Background: an optimization exercise with open tools, aiming at small area, a short achievable clock period and few clock cycles per item. Do not read the settings as production practice. Power is estimated from default activity; no workload was simulated.

==> flow/design.v <==
localparam WINDOW_DEPTH    = 16;   
localparam REG_CTRL        = 8'h00;   
localparam REG_RESULT_BASE = 8'h04;
localparam REG_RESULT_MAX  = 8'h08;
localparam REG_WINDOW      = 8'h0C;   
localparam REG_STREAM      = 8'h10;   
localparam REG_STATUS      = 8'h14;
`timescale 1ns/10ps
module join_top (
  input  logic        ap_clk,
  input  logic        rst_n,
  input  logic        host_cyc,
  input  logic        host_stb,
  input  logic        host_we,
  input  logic [31:0] host_adr,
  input  logic [31:0] host_dat_w,
  output logic        host_ack,
  output logic [31:0] host_dat_r,
  output logic        mem_cyc,
  output logic        mem_stb,
  output logic        mem_we,
  output logic [31:0] mem_adr,
  output logic [31:0] mem_dat_w,
  input  logic        mem_ack,
  input  logic [31:0] mem_dat_r
);
localparam WINDOW_DEPTH    = 16;   
localparam REG_CTRL        = 8'h00;   
localparam REG_RESULT_BASE = 8'h04;
localparam REG_RESULT_MAX  = 8'h08;
localparam REG_WINDOW      = 8'h0C;   
localparam REG_STREAM      = 8'h10;   
localparam REG_STATUS      = 8'h14;
  logic        rd_ack_q;      
  logic        h_v, b_v;      
  logic        h_s, b_s;      
  logic [15:0] h_d, b_d;      
  logic [7:0]  wkey [WINDOW_DEPTH];
  logic [7:0]  wval [WINDOW_DEPTH];
  logic [3:0]  wr_ptr;        
  logic        wfull;         
  logic [7:0]  p_key;         
  logic [7:0]  p_sval;
  logic [15:0] p_mask;        
  logic        p_valid;       
  logic [31:0] result_base;
  logic [15:0] result_max;
  logic [15:0] count;
  logic        over;
  logic        room_q;        
  logic        rc_q;          
  logic        stb_q;         
  logic [27:0] dat_q;         
  logic [31:2] adr_q;         
  logic        adr_c;         
  logic [31:0] rd_q;
  logic [15:0] p_below;       
  logic [15:0] p_low;         
  logic [15:0] p_rest;
  logic        free, take, issue, pop;
  logic [3:0] p_grp;          
  logic [3:0] p_grp_below;    
  always_comb begin
    for (int g = 0; g < 4; g++) p_grp[g] = |p_mask[4*g +: 4];
    p_grp_below[0] = 1'b0;
    p_grp_below[1] = p_grp[0];
    p_grp_below[2] = p_grp[0] | p_grp[1];
    p_grp_below[3] = p_grp[0] | p_grp[1] | p_grp[2];
    for (int g = 0; g < 4; g++) begin
      p_below[4*g]     = p_grp_below[g];
      p_below[4*g + 1] = p_grp_below[g] | p_mask[4*g];
      p_below[4*g + 2] = p_grp_below[g] | p_mask[4*g] | p_mask[4*g + 1];
      p_below[4*g + 3] = p_grp_below[g] | p_mask[4*g] | p_mask[4*g + 1] | p_mask[4*g + 2];
    end
  end
  assign p_low   = p_mask & ~p_below;
  assign p_rest  = p_mask & p_below;
  assign free    = !stb_q || mem_ack;         
  assign take    = free && p_valid;           
  assign issue   = take && room_q;
  logic [3:0] p_grp2;
  logic       p_multi;
  always_comb begin
    for (int g = 0; g < 4; g++)
      p_grp2[g] = (p_mask[4*g] & (p_mask[4*g+1] | p_mask[4*g+2] | p_mask[4*g+3]))
                | (p_mask[4*g+1] & (p_mask[4*g+2] | p_mask[4*g+3]))
                | (p_mask[4*g+2] & p_mask[4*g+3]);
    p_multi = (|p_grp2)
            | (p_grp[0] & (p_grp[1] | p_grp[2] | p_grp[3]))
            | (p_grp[1] & (p_grp[2] | p_grp[3]))
            | (p_grp[2] & p_grp[3]);
  end
  assign pop     = take && (!room_q || !p_multi);   
  logic [7:0]  offset;
  logic        wr_ok, wack, w_buf, op_base, op_max, op_clr;
  assign offset  = host_adr[7:0];
  assign wr_ok   = !b_v;
  assign wack    = host_cyc && host_stb && host_we && wr_ok;
  assign w_buf   = wack && ((offset == REG_WINDOW) || (offset == REG_STREAM));
  assign op_base = wack && (offset == REG_RESULT_BASE);
  assign op_max  = wack && (offset == REG_RESULT_MAX);
  assign op_clr  = wack && (offset == REG_CTRL) && host_dat_w[0];
  always_ff @(posedge ap_clk or negedge rst_n) begin
    if (!rst_n) rd_ack_q <= 1'b0;
    else        rd_ack_q <= host_cyc && host_stb && !host_we && !rd_ack_q;
  end
  logic busy;
  assign busy = stb_q || p_valid || (h_v && h_s) || (b_v && b_s);
  always_ff @(posedge ap_clk) begin
    case (offset)
      REG_RESULT_BASE: rd_q <= result_base;
      REG_RESULT_MAX:  rd_q <= {16'h0, result_max};
      REG_STATUS:      rd_q <= {14'h0, busy, over, count};
      default:         rd_q <= '0;
    endcase
  end
  assign host_ack   = (host_cyc && host_stb && host_we && wr_ok) || rd_ack_q;
  assign host_dat_r = rd_q;
  always_ff @(posedge ap_clk or negedge rst_n) begin
    if (!rst_n) begin
      result_base <= '0;
      result_max  <= '0;
    end else begin
      if (op_base) result_base <= host_dat_w;
      if (op_max)  result_max  <= host_dat_w[15:0];
    end
  end
  logic        h_go, win_go, ld_str;
  logic [15:0] wvalid, match;    
  always_comb begin
    for (int i = 0; i < WINDOW_DEPTH; i++) begin
      wvalid[i] = wfull || (4'(i) < wr_ptr);
      match[i]  = wvalid[i] && (wkey[i] == h_d[15:8]);
    end
  end
  assign win_go = h_v && !h_s && !p_mask[wr_ptr];
  assign ld_str = h_v && h_s && !p_valid;
  assign h_go   = win_go || ld_str || (h_v && h_s && !(|match));
  logic h_new, h_up, b_new;
  assign h_new = w_buf && (h_go || !h_v);
  assign h_up  = h_go && !w_buf;
  assign b_new = w_buf && h_v && !h_go;
  always_ff @(posedge ap_clk) begin
    if (h_new) begin
      h_s <= (offset == REG_STREAM);
      h_d <= host_dat_w[15:0];
    end else if (h_up) begin
      h_s <= b_s;
      h_d <= b_d;
    end
    if (b_new) begin
      b_s <= (offset == REG_STREAM);
      b_d <= host_dat_w[15:0];
    end
  end
  always_ff @(posedge ap_clk or negedge rst_n) begin
    if (!rst_n) begin
      h_v <= 1'b0;
      b_v <= 1'b0;
    end else if (op_clr) begin
      h_v <= 1'b0;
      b_v <= 1'b0;
    end else begin
      if (h_new)     h_v <= 1'b1;
      else if (h_up) h_v <= b_v;
      if (b_new)     b_v <= 1'b1;
      else if (h_go) b_v <= 1'b0;
    end
  end
  always_ff @(posedge ap_clk) begin
    if (win_go) begin
      wkey[wr_ptr] <= h_d[15:8];
      wval[wr_ptr] <= h_d[7:0];
    end
  end
  always_ff @(posedge ap_clk or negedge rst_n) begin
    if (!rst_n) begin
      wr_ptr <= '0;
      wfull  <= 1'b0;
    end else if (op_clr) begin
      wr_ptr <= '0;
      wfull  <= 1'b0;
    end else if (win_go) begin
      wr_ptr <= wr_ptr + 1'b1;
      if (wr_ptr == 4'hF) wfull <= 1'b1;
    end
  end
  always_ff @(posedge ap_clk) begin
    if (!p_valid) begin
      p_key  <= h_d[15:8];
      p_sval <= h_d[7:0];
    end
  end
  always_ff @(posedge ap_clk or negedge rst_n) begin
    if (!rst_n) begin
      p_mask  <= '0;
      p_valid <= 1'b0;
    end else if (ld_str) begin
      p_mask  <= match;
      p_valid <= |match;
    end else if (take) begin
      p_mask  <= room_q ? p_rest : '0;   
      p_valid <= !pop;
    end
  end
  logic [7:0] p_wval;
  logic [3:0] p_slot;
  always_comb begin
    p_wval = '0;
    p_slot = '0;
    for (int i = 0; i < 16; i++) begin
      p_wval = p_wval | ({8{p_low[i]}} & wval[i]);
      p_slot = p_slot | ({4{p_low[i]}} & 4'(i));
    end
  end
  always_ff @(posedge ap_clk) begin
    if (issue) dat_q <= {p_key, p_sval, p_wval, p_slot};
  end
  always_ff @(posedge ap_clk or negedge rst_n) begin
    if (!rst_n) begin
      stb_q <= 1'b0;
      count <= '0;
      over  <= 1'b0;
    end else if (op_clr) begin
      stb_q <= 1'b0;
      count <= '0;
      over  <= 1'b0;
    end else begin
      if (free) begin
        stb_q <= issue;
      end
      if (stb_q && mem_ack) count <= count + 1'b1;
      if (take && !room_q) over <= 1'b1;
    end
  end
  logic [16:0] count_p1, count_p2;
  assign count_p1 = {1'b0, count} + 17'd1;
  assign count_p2 = {1'b0, count} + 17'd2;
  always_ff @(posedge ap_clk or negedge rst_n) begin
    if (!rst_n) begin
      room_q <= 1'b0;
      rc_q   <= 1'b0;
    end else begin
      rc_q <= op_max || op_clr;
      if (rc_q)       room_q <= count < result_max;
      else if (issue) room_q <= stb_q ? (count_p2 != {1'b0, result_max})
                                      : (count_p1 != {1'b0, result_max});
    end
  end
  logic [8:0]  lo_sum, hi_sum0, hi_sum1;
  logic [16:0] adr_lo;
  assign lo_sum  = {1'b0, result_base[9:2]}   + {1'b0, count[7:0]};
  assign hi_sum0 = {1'b0, result_base[17:10]} + {1'b0, count[15:8]};
  assign hi_sum1 = {1'b0, result_base[17:10]} + {1'b0, count[15:8]} + 9'd1;
  assign adr_lo  = {lo_sum[8] ? hi_sum1 : hi_sum0, lo_sum[7:0]};
  always_ff @(posedge ap_clk) begin
    if (stb_q && mem_ack) begin
      adr_q <= adr_q + 1'b1;
      adr_c <= adr_c || (&adr_q[17:2]);
    end else begin
      {adr_c, adr_q[17:2]} <= adr_lo;
      adr_q[31:18]         <= result_base[31:18] + {13'h0, adr_c};
    end
  end
  assign mem_cyc   = stb_q;
  assign mem_stb   = stb_q;
  assign mem_we    = stb_q;
  assign mem_adr   = {adr_q, result_base[1:0]};
  assign mem_dat_w = {dat_q[27:4], 4'h0, dat_q[3:0]};
endmodule
export LEC_CHECK = 0
export CAP_MARGIN = 20
export CORE_MARGIN = 2
export CORE_UTILIZATION = 55
export CTS_CLUSTER_DIAMETER = 60
export CTS_CLUSTER_SIZE = 40
export SETUP_SLACK_MARGIN = 2.8
export SLEW_MARGIN = 20
export TNS_END_PERCENT = 10
create_clock -name core_clock -period 5.0 [get_ports {ap_clk}]
standard.sh (not shown) runs the stock make flow with config.mk's settings and CLKGATE_MAP_FILE= SYNTH_SCRIPT=/design/flow/synth_recipe.tcl, a recipe that flattens the netlist after the stock synthesis.
==> flow/flow/run.sh <==
#!/bin/bash
# The standard layout, with the port buffers made from sky130_fd_sc_hd__buf_2
# cells instead of the cell buffer_ports picks by default. The make output goes
# to flow_make.log here; ORFS's per-step logs stay under orfs/logs.
set -euo pipefail
export BUFFER_PORTS_ARGS="-buffer_cell sky130_fd_sc_hd__buf_2"
bash standard.sh finish > flow_make.log 2>&1
The starting point finished clean.
Edit:
--- a/flow/design.v
+++ b/flow/design.v
@@ -136,5 +136,5 @@
   assign win_go = h_v && !h_s && !p_mask[wr_ptr];
   assign ld_str = h_v && h_s && !p_valid;
-  assign h_go   = win_go || ld_str || (h_v && h_s && !(|match));
+  assign h_go   = win_go || ld_str;
   logic h_new, h_up, b_new;
   assign h_new = w_buf && (h_go || !h_v);
@@ -169,7 +169,9 @@
   end
   always_ff @(posedge ap_clk) begin
-    if (win_go) begin
-      wkey[wr_ptr] <= h_d[15:8];
-      wval[wr_ptr] <= h_d[7:0];
+    for (int i = 0; i < WINDOW_DEPTH; i++) begin
+      if (h_v && !h_s && (wr_ptr == 4'(i)) && !p_mask[i]) begin
+        wkey[i] <= h_d[15:8];
+        wval[i] <= h_d[7:0];
+      end
     end
   end
Wire length climbs by 0.59%.
Hold slack gains 0.018 ns.
Core utilization drops by 0.21 points.
Sequential share of layout area barely changes.
Synthesized area climbs by 0.64%.
First-iteration DRC count climbs by 1.2%.
Total power climbs by 28%.
Critical path depth drops by 5.
Worst setup slack gains 0.36 ns.
Clock power stays flat.
Via count climbs by 3.0%.
Cell count climbs by 2.0%.
No run of this note included a check of the RTL's function; only the layout flow was run.

## afterwards: timing with drivers on the ports
The flow's constraints put no driver on any port. The routed layouts listed below were extracted and timed again, unchanged, in two steps.
Step 1 (the two cells are an assumption about what drives the block):
set clk [get_ports {ap_clk}]
set_driving_cell -lib_cell sky130_fd_sc_hd__clkbuf_16 $clk
set_driving_cell -lib_cell sky130_fd_sc_hd__buf_2 [delete_from_list [all_inputs] $clk]
Step 2, shift: input delay + t, output delay - t, t = (earliest + latest rising clock arrival at the registers) / 2. This alone moves slack from input paths to output paths.
a / b / c = ideal / step 1 / step 2; a / b = the first two.
run | shift t [ns] | setup slack, ns | clock arrival spread, ns | worst data-port slew with drivers (ns)
the first run | 0.621 | 2.002 / 2.002 / 1.741 | 0.034 / 0.035 | 0.07
the second run | 0.619 | 2.366 / 2.332 / 1.817 | 0.021 / 0.021 | 0.06
After both steps setup and hold are still met in every run listed. The setup slack of the second run, which loses most, moves by -0.034 ns with the drivers and by -0.549 ns with both steps.
